Source: an optimization exercise on an open RTL-to-GDS flow (aim: small area). Production flows keep margins and buffers that such runs may drop. Only simulation tests tie the RTL to the original design; equivalence was not proved.

== old ==
==> module aes_top, before the edit <==
module aes_top (
  input  logic                clk_i,
  input  logic                reset_i,
  input  logic                cfg_we_i,
  input  logic [1:0]          mode_i,
  input  aes_pkg::aes_key_t   key_i,
  input  aes_pkg::aes_block_t iv_i,
  input  logic                start_i,
  input  aes_pkg::aes_block_t data_i,
  output logic                ready_o,
  output logic                valid_o,
  output aes_pkg::aes_block_t data_o
);
  localparam logic [2:0] ST_IDLE = 3'd0;   
  localparam logic [2:0] ST_CLR  = 3'd1;   
  localparam logic [2:0] ST_PREP = 3'd2;   
  localparam logic [2:0] ST_ENC  = 3'd3;   
  localparam logic [1:0] M_ECB = 2'd0;
  localparam logic [1:0] M_CBC = 2'd1;
  localparam logic [1:0] M_CTR = 2'd2;
  function automatic logic [7:0] xt(input logic [7:0] b);
    xt = {b[6:0], 1'b0} ^ (b[7] ? 8'h1b : 8'h00);
  endfunction
  logic [3:0] ph;
  logic [2:0] st;
  logic [5:0] c;      
  logic       bk;     
  logic [1:0] mode;
  logic       vflag;
  logic       cw, cn;
  logic [7:0] s [16];
  logic [7:0] k [16];
  logic [7:0] v [16];
  logic [7:0] e1, e2;
  wire [1:0] r = ph[1:0];
  wire last = (ph == 4'd15);
  assign ready_o = (st == ST_IDLE) && last;
  wire acc_blk = start_i & ready_o;
  wire acc_cfg = cfg_we_i & ready_o & ~start_i;
  assign valid_o = vflag && (ph == 4'd0);
  wire enc   = (st == ST_ENC);
  wire clr   = (st == ST_CLR);
  wire prep  = (st == ST_PREP);
  wire rds   = enc && !bk;
  wire s_ark = rds && (c[1:0] == 2'd0);
  wire s_sra = rds && (c[1:0] == 2'd1);   
  wire s_srb = rds && (c[1:0] == 2'd2);   
  wire mcen  = s_ark && (c >= 6'd4) && (c <= 6'd36);
  wire k_inv = enc && (bk || (c[5] && c[3]));
  wire k_f1  = s_ark && !k_inv;
  wire k_dl  = rds && (c[1:0] != 2'd0);
  logic [7:0] src;
  always_comb begin
    src = s[0];
    if (s_sra) begin
      if (r == 2'd1)      src = (ph == 4'd1) ? s[12] : e1;
      else if (r == 2'd3) src = (ph == 4'd15) ? e2 : s[4];
    end else if (s_srb && r == 2'd2) begin
      case (ph[3:2])
        2'd0, 2'd1: src = s[8];
        2'd2:       src = e2;
        default:    src = e1;
      endcase
    end
  end
  wire [7:0] mx    = (r == 2'd3) ? e2 : s[1];
  wire [7:0] md    = s[0] ^ mx;
  wire [7:0] tcomb = md ^ s[2] ^ s[3];
  wire [7:0] tsel  = (r == 2'd0) ? tcomb : e1;
  wire [7:0] mc    = tsel ^ s[0] ^ xt(md);
  wire e1_en = (s_sra && r == 2'd1) || (s_srb && ph == 4'd6) || (mcen && r == 2'd0);
  wire e2_en = (s_sra && ph == 4'd3) || (s_srb && ph == 4'd2) || (mcen && r == 2'd0);
  always_ff @(posedge clk_i) begin
    if (e1_en) e1 <= mcen ? tcomb : s[0];
    if (e2_en) e2 <= s[0];
  end
  wire [7:0] ktap  = (ph == 4'd15) ? k[1] : k[5];
  wire [7:0] sbin  = s_sra ? src : ktap;
  wire [7:0] sbout;
  aes_sbox u_sbox (.u(sbin), .y(sbout));
  logic [7:0] stail;
  always_comb begin
    if (clr)        stail = 8'h00;
    else if (prep)  stail = (mode == M_ECB) ? 8'h00 : v[0];
    else if (s_sra) stail = sbout;
    else if (s_srb) stail = src;
    else if (s_ark) stail = (mcen ? mc : s[0]) ^ k[0];
    else            stail = s[0];
  end
  logic [7:0] rcon;
  always_comb begin
    case (c[5:2])
      4'd0:    rcon = 8'h01;
      4'd1:    rcon = 8'h02;
      4'd2:    rcon = 8'h04;
      4'd3:    rcon = 8'h08;
      4'd4:    rcon = 8'h10;
      4'd5:    rcon = 8'h20;
      4'd6:    rcon = 8'h40;
      4'd7:    rcon = 8'h80;
      4'd8:    rcon = 8'h1b;
      default: rcon = 8'h36;
    endcase
  end
  wire        k_xd  = (k_dl || k_inv) && (ph[3:2] != 2'd3);
  wire        k_xs  = (k_f1 || k_inv) && (ph[3:2] == 2'd3);
  wire [7:0]  ktail = (clr ? 8'h00 : k[0])
                    ^ (k_xd ? k[4] : 8'h00)
                    ^ (k_xs ? (sbout ^ ((ph == 4'd12) ? rcon : 8'h00)) : 8'h00);
  wire vinc = prep && (mode == M_CTR);
  wire ff1 = &v[1];
  wire ff2 = &v[2];
  wire ff3 = &v[3];
  wire vc  = cw && ((r == 2'd3) || (ff1 && ((r == 2'd2) || (ff2 && ((r == 2'd1) || ff3)))));
  wire [7:0] vtail = vinc ? (v[0] + {7'd0, vc}) : v[0];
  always_ff @(posedge clk_i) begin
    if (!vinc) begin
      cw <= 1'b1;
    end else begin
      if (r == 2'd0) cn <= vc & (&v[0]);
      if (r == 2'd3) cw <= cn;
    end
  end
  for (genvar j = 0; j < 16; j++) begin : g_ring
    localparam int B = 12 - 4 * (j / 4) + (j % 4);
    wire [7:0] s_in = (j == 15) ? stail : s[(j + 1) % 16];
    wire [7:0] k_in = (j == 15) ? ktail : k[(j + 1) % 16];
    wire [7:0] v_in = (j == 15) ? vtail : v[(j + 1) % 16];
    always_ff @(posedge clk_i) begin
      s[j] <= s_in ^ (acc_blk ? data_i[127 - 8 * B -: 8] : 8'h00);
      k[j] <= acc_cfg ? key_i[127 - 8 * B -: 8] : k_in;
      v[j] <= acc_cfg ? iv_i[127 - 8 * B -: 8] : v_in;
    end
    assign data_o[127 - 8 * B -: 8] = s[j];
  end
  always_ff @(posedge clk_i) begin
    if (reset_i) begin
      ph    <= 4'd0;
      st    <= ST_CLR;
      mode  <= M_ECB;
      vflag <= 1'b0;
      c     <= 6'd0;
      bk    <= 1'b0;
    end else begin
      ph <= ph + 4'd1;
      if (ph == 4'd0) vflag <= 1'b0;
      if (last) begin
        c <= c + 6'd1;
        case (st)
          ST_IDLE: begin
            if (acc_cfg) begin
              st   <= ST_PREP;
              mode <= (mode_i == 2'b01) ? M_CBC : (mode_i == 2'b10) ? M_CTR : M_ECB;
            end else if (acc_blk) begin
              if (mode == M_CTR) begin
                st    <= ST_PREP;
                vflag <= 1'b1;
              end else begin
                st <= ST_ENC;
                c  <= 6'd0;
              end
            end
          end
          ST_CLR: st <= ST_IDLE;
          ST_PREP: begin
            if (mode == M_CTR) begin
              st <= ST_ENC;
              c  <= 6'd0;
            end else begin
              st <= ST_IDLE;
            end
          end
          default: begin   
            if (c[5] && c[3]) begin
              bk <= 1'b1;
              c  <= 6'd32;
            end else if (bk) begin
              c <= c - 6'd4;
            end
            if (bk && c == 6'd0) begin
              bk <= 1'b0;
              if (mode == M_CTR) begin
                st <= ST_IDLE;
              end else begin
                vflag <= 1'b1;
                st    <= (mode == M_ECB) ? ST_PREP : ST_IDLE;
              end
            end
          end
        endcase
      end
    end
  end
endmodule
==> flow/config.mk <==
export PLATFORM = sky130hd
export DESIGN_NAME = aes_top
export DESIGN_NICKNAME = aes_top
export VERILOG_FILES = /design/flow/design.v
export SDC_FILE = /design/flow/constraint.sdc
export NUM_CORES = 4
export LEC_CHECK = 0
export CAP_MARGIN = 20
export CORE_MARGIN = 2
export CORE_UTILIZATION = 50
export SLEW_MARGIN = 20
==> flow/constraint.sdc <==
create_clock -name core_clock -period 10.0 [get_ports {clk_i}]
set_input_delay 2.0000 -clock core_clock [delete_from_list [all_inputs] [get_ports {clk_i}]]
set_output_delay 2.0000 -clock core_clock [all_outputs]
set_load 0.01 [all_outputs]
standard.sh (not shown) runs the stock make flow with config.mk's settings and CLKGATE_MAP_FILE= SYNTH_SCRIPT=/design/flow/synth_recipe.tcl, a recipe that flattens the netlist after the stock synthesis.
==> flow/flow/run.sh <==
#!/bin/bash
# Standard ORFS layout (the standard.sh) with three changes to how it
# is built:
#  - synthesis is the standard synthesis script, except that ABC maps
#    the logic with an area-oriented script (flow/area.abc); flip-flop
#    mapping, flattening and naming are unchanged, so the registers are
#    the standard synthesis's;
#  - ports are buffered with the smallest buffer (buf_1) instead of the
#    default clkdlybuf4s50_1; every port still gets its own buffer;
#  - the clock tree uses clkbuf_4 cells in small sink clusters, without
#    dummy loads. No register gets a deliberate clock offset.
# Each tool's output goes to its own log (ORFS keeps per-step logs under
# orfs/logs); make's own output goes to standard.log.
set -euo pipefail
here=$(pwd)
export MY_ABC_SCRIPT="$here/flow/area.abc"
export BUFFER_PORTS_ARGS="-buffer_cell sky130_fd_sc_hd__buf_1"
export CTS_ARGS="-sink_clustering_enable -repair_clock_nets -buf_list sky130_fd_sc_hd__clkbuf_4 -dont_use_dummy_load -sink_clustering_size 10 -sink_clustering_max_diameter 40"
{ cat flow/abc_override.tcl; cat synth_recipe.tcl; } > my_synth.tcl
sed "s#SYNTH_SCRIPT=[^ ]*synth_recipe.tcl#SYNTH_SCRIPT=$here/my_synth.tcl#" standard.sh > my_standard.sh
grep -q "SYNTH_SCRIPT=$here/my_synth.tcl" my_standard.sh
bash my_standard.sh > standard.log 2>&1
==> flow/flow/abc_override.tcl <==
# Use flow/area.abc for ABC's technology mapping instead of ORFS's script.
proc abc {args} {
  set i [lsearch -exact $args -script]
  if {$i >= 0} { set args [lreplace $args $i [expr {$i + 1}] -script $::env(MY_ABC_SCRIPT)] }
  yosys abc {*}$args
}
==> flow/flow/area.abc <==
strash
dch -f
amap -m
topo
Relative to old, the following input files were edited for new:
diff --git a/flow/design.v b/flow/design.v
--- a/flow/design.v
+++ b/flow/design.v
@@ -162,12 +162,20 @@
   localparam logic [1:0] M_ECB = 2'd0;
   localparam logic [1:0] M_CBC = 2'd1;
   localparam logic [1:0] M_CTR = 2'd2;
   function automatic logic [7:0] xt(input logic [7:0] b);
     xt = {b[6:0], 1'b0} ^ (b[7] ? 8'h1b : 8'h00);
   endfunction
+  function automatic logic [7:0] inc8(input logic [7:0] a, input logic ci);
+    logic cy;
+    cy = ci;
+    for (int i = 0; i < 8; i++) begin
+      inc8[i] = a[i] ^ cy;
+      cy      = cy & a[i];
+    end
+  endfunction
   logic [3:0] ph;
   logic [2:0] st;
   logic [5:0] c;      
   logic       bk;     
   logic [1:0] mode;
   logic       vflag;
@@ -208,58 +216,46 @@
     end
   end
   wire [7:0] mx    = (r == 2'd3) ? e2 : s[1];
   wire [7:0] md    = s[0] ^ mx;
   wire [7:0] tcomb = md ^ s[2] ^ s[3];
   wire [7:0] tsel  = (r == 2'd0) ? tcomb : e1;
-  wire [7:0] mc    = tsel ^ s[0] ^ xt(md);
+  wire [7:0] mcx   = tsel ^ xt(md);   
   wire e1_en = (s_sra && r == 2'd1) || (s_srb && ph == 4'd6) || (mcen && r == 2'd0);
   wire e2_en = (s_sra && ph == 4'd3) || (s_srb && ph == 4'd2) || (mcen && r == 2'd0);
   always_ff @(posedge clk_i) begin
     if (e1_en) e1 <= mcen ? tcomb : s[0];
     if (e2_en) e2 <= s[0];
   end
   wire [7:0] ktap  = (ph == 4'd15) ? k[1] : k[5];
   wire [7:0] sbin  = s_sra ? src : ktap;
   wire [7:0] sbout;
   aes_sbox u_sbox (.u(sbin), .y(sbout));
-  logic [7:0] stail;
+  logic [7:0] sbase;
   always_comb begin
-    if (clr)        stail = 8'h00;
-    else if (prep)  stail = (mode == M_ECB) ? 8'h00 : v[0];
-    else if (s_sra) stail = sbout;
-    else if (s_srb) stail = src;
-    else if (s_ark) stail = (mcen ? mc : s[0]) ^ k[0];
-    else            stail = s[0];
-  end
-  logic [7:0] rcon;
-  always_comb begin
-    case (c[5:2])
-      4'd0:    rcon = 8'h01;
-      4'd1:    rcon = 8'h02;
-      4'd2:    rcon = 8'h04;
-      4'd3:    rcon = 8'h08;
-      4'd4:    rcon = 8'h10;
-      4'd5:    rcon = 8'h20;
-      4'd6:    rcon = 8'h40;
-      4'd7:    rcon = 8'h80;
-      4'd8:    rcon = 8'h1b;
-      default: rcon = 8'h36;
-    endcase
-  end
+    if (clr)        sbase = 8'h00;
+    else if (prep)  sbase = (mode == M_ECB) ? 8'h00 : v[0];
+    else if (s_sra) sbase = sbout;
+    else            sbase = src;
+  end
+  wire [7:0] stail = sbase ^ (s_ark ? k[0] : 8'h00) ^ (mcen ? mcx : 8'h00);
+  wire [3:0] kst  = c[5:2];
+  wire [7:0] cinc = inc8({4'd0, ~kst}, 1'b1);
+  wire [3:0] cdec = ~cinc[3:0];    
+  wire [7:0] rcon = kst[3] ? ((kst[1:0] == 2'd0) ? 8'h1b : 8'h36) : (8'h01 << kst[2:0]);
   wire        k_xd  = (k_dl || k_inv) && (ph[3:2] != 2'd3);
   wire        k_xs  = (k_f1 || k_inv) && (ph[3:2] == 2'd3);
   wire [7:0]  ktail = (clr ? 8'h00 : k[0])
                     ^ (k_xd ? k[4] : 8'h00)
                     ^ (k_xs ? (sbout ^ ((ph == 4'd12) ? rcon : 8'h00)) : 8'h00);
   wire vinc = prep && (mode == M_CTR);
   wire ff1 = &v[1];
   wire ff2 = &v[2];
   wire ff3 = &v[3];
   wire vc  = cw && ((r == 2'd3) || (ff1 && ((r == 2'd2) || (ff2 && ((r == 2'd1) || ff3)))));
-  wire [7:0] vtail = vinc ? (v[0] + {7'd0, vc}) : v[0];
+  wire [7:0] vtail = inc8(v[0], vc & vinc);
   always_ff @(posedge clk_i) begin
     if (!vinc) begin
       cw <= 1'b1;
     end else begin
       if (r == 2'd0) cn <= vc & (&v[0]);
       if (r == 2'd3) cw <= cn;
@@ -283,16 +279,16 @@
       st    <= ST_CLR;
       mode  <= M_ECB;
       vflag <= 1'b0;
       c     <= 6'd0;
       bk    <= 1'b0;
     end else begin
-      ph <= ph + 4'd1;
+      ph <= 4'(inc8({4'd0, ph}, 1'b1));
       if (ph == 4'd0) vflag <= 1'b0;
       if (last) begin
-        c <= c + 6'd1;
+        c <= 6'(inc8({2'd0, c}, 1'b1));
         case (st)
           ST_IDLE: begin
             if (acc_cfg) begin
               st   <= ST_PREP;
               mode <= (mode_i == 2'b01) ? M_CBC : (mode_i == 2'b10) ? M_CTR : M_ECB;
             end else if (acc_blk) begin
@@ -316,13 +312,13 @@
           end
           default: begin   
             if (c[5] && c[3]) begin
               bk <= 1'b1;
               c  <= 6'd32;
             end else if (bk) begin
-              c <= c - 6'd4;
+              c <= {cdec, 2'b00};
             end
             if (bk && c == 6'd0) begin
               bk <= 1'b0;
               if (mode == M_CTR) begin
                 st <= ST_IDLE;
               end else begin
==> summary.txt <==
Placeable core region down 2.5% in new wrt old
Going from old to new, multi-input combinational cell count went down, inverter count of the layout excluding clock inverters saw a decrease.
~same upper clock frequency limit in old and new
Summary of the comparison: post-route cell area is lower in new, relative to old.
Re worst slew slack as a fraction of its limit: old was lower than new.
Route | new vs old | wire shorter in new
new and old ended up with roughly the same relative area change from synthesis to final layout.
Between new and old, it is new whose transition at the pin with the smallest max-transition slack is lower, by 0.013 ns.

separate check: timing with driven ports:
The results above use ideal ports. As a check the final layouts listed here were re-extracted and re-timed, cells and wires unchanged. Step 1: set_driving_cell puts a clkbuf_16 on clk_i and a buf_2 on each other input, an assumption about the parent block. Step 2 also shifts input and output timing later by t, the mid clock arrival at the registers, as if the neighbouring blocks saw the same clock. Slacks: no drivers / after step 1 / after step 2; pairs: no drivers / after step 1.
run	t (ns)	setup slack, ns	slew at the worst register clock pin (ns)	pins driven straight from the clock port
old	0.814	0.799 / 0.799 / 0.799	0.11 / 0.11	1
new	0.760	0.801 / 0.801 / 0.801	0.11 / 0.11	1
After both steps every run listed still meets setup and hold.
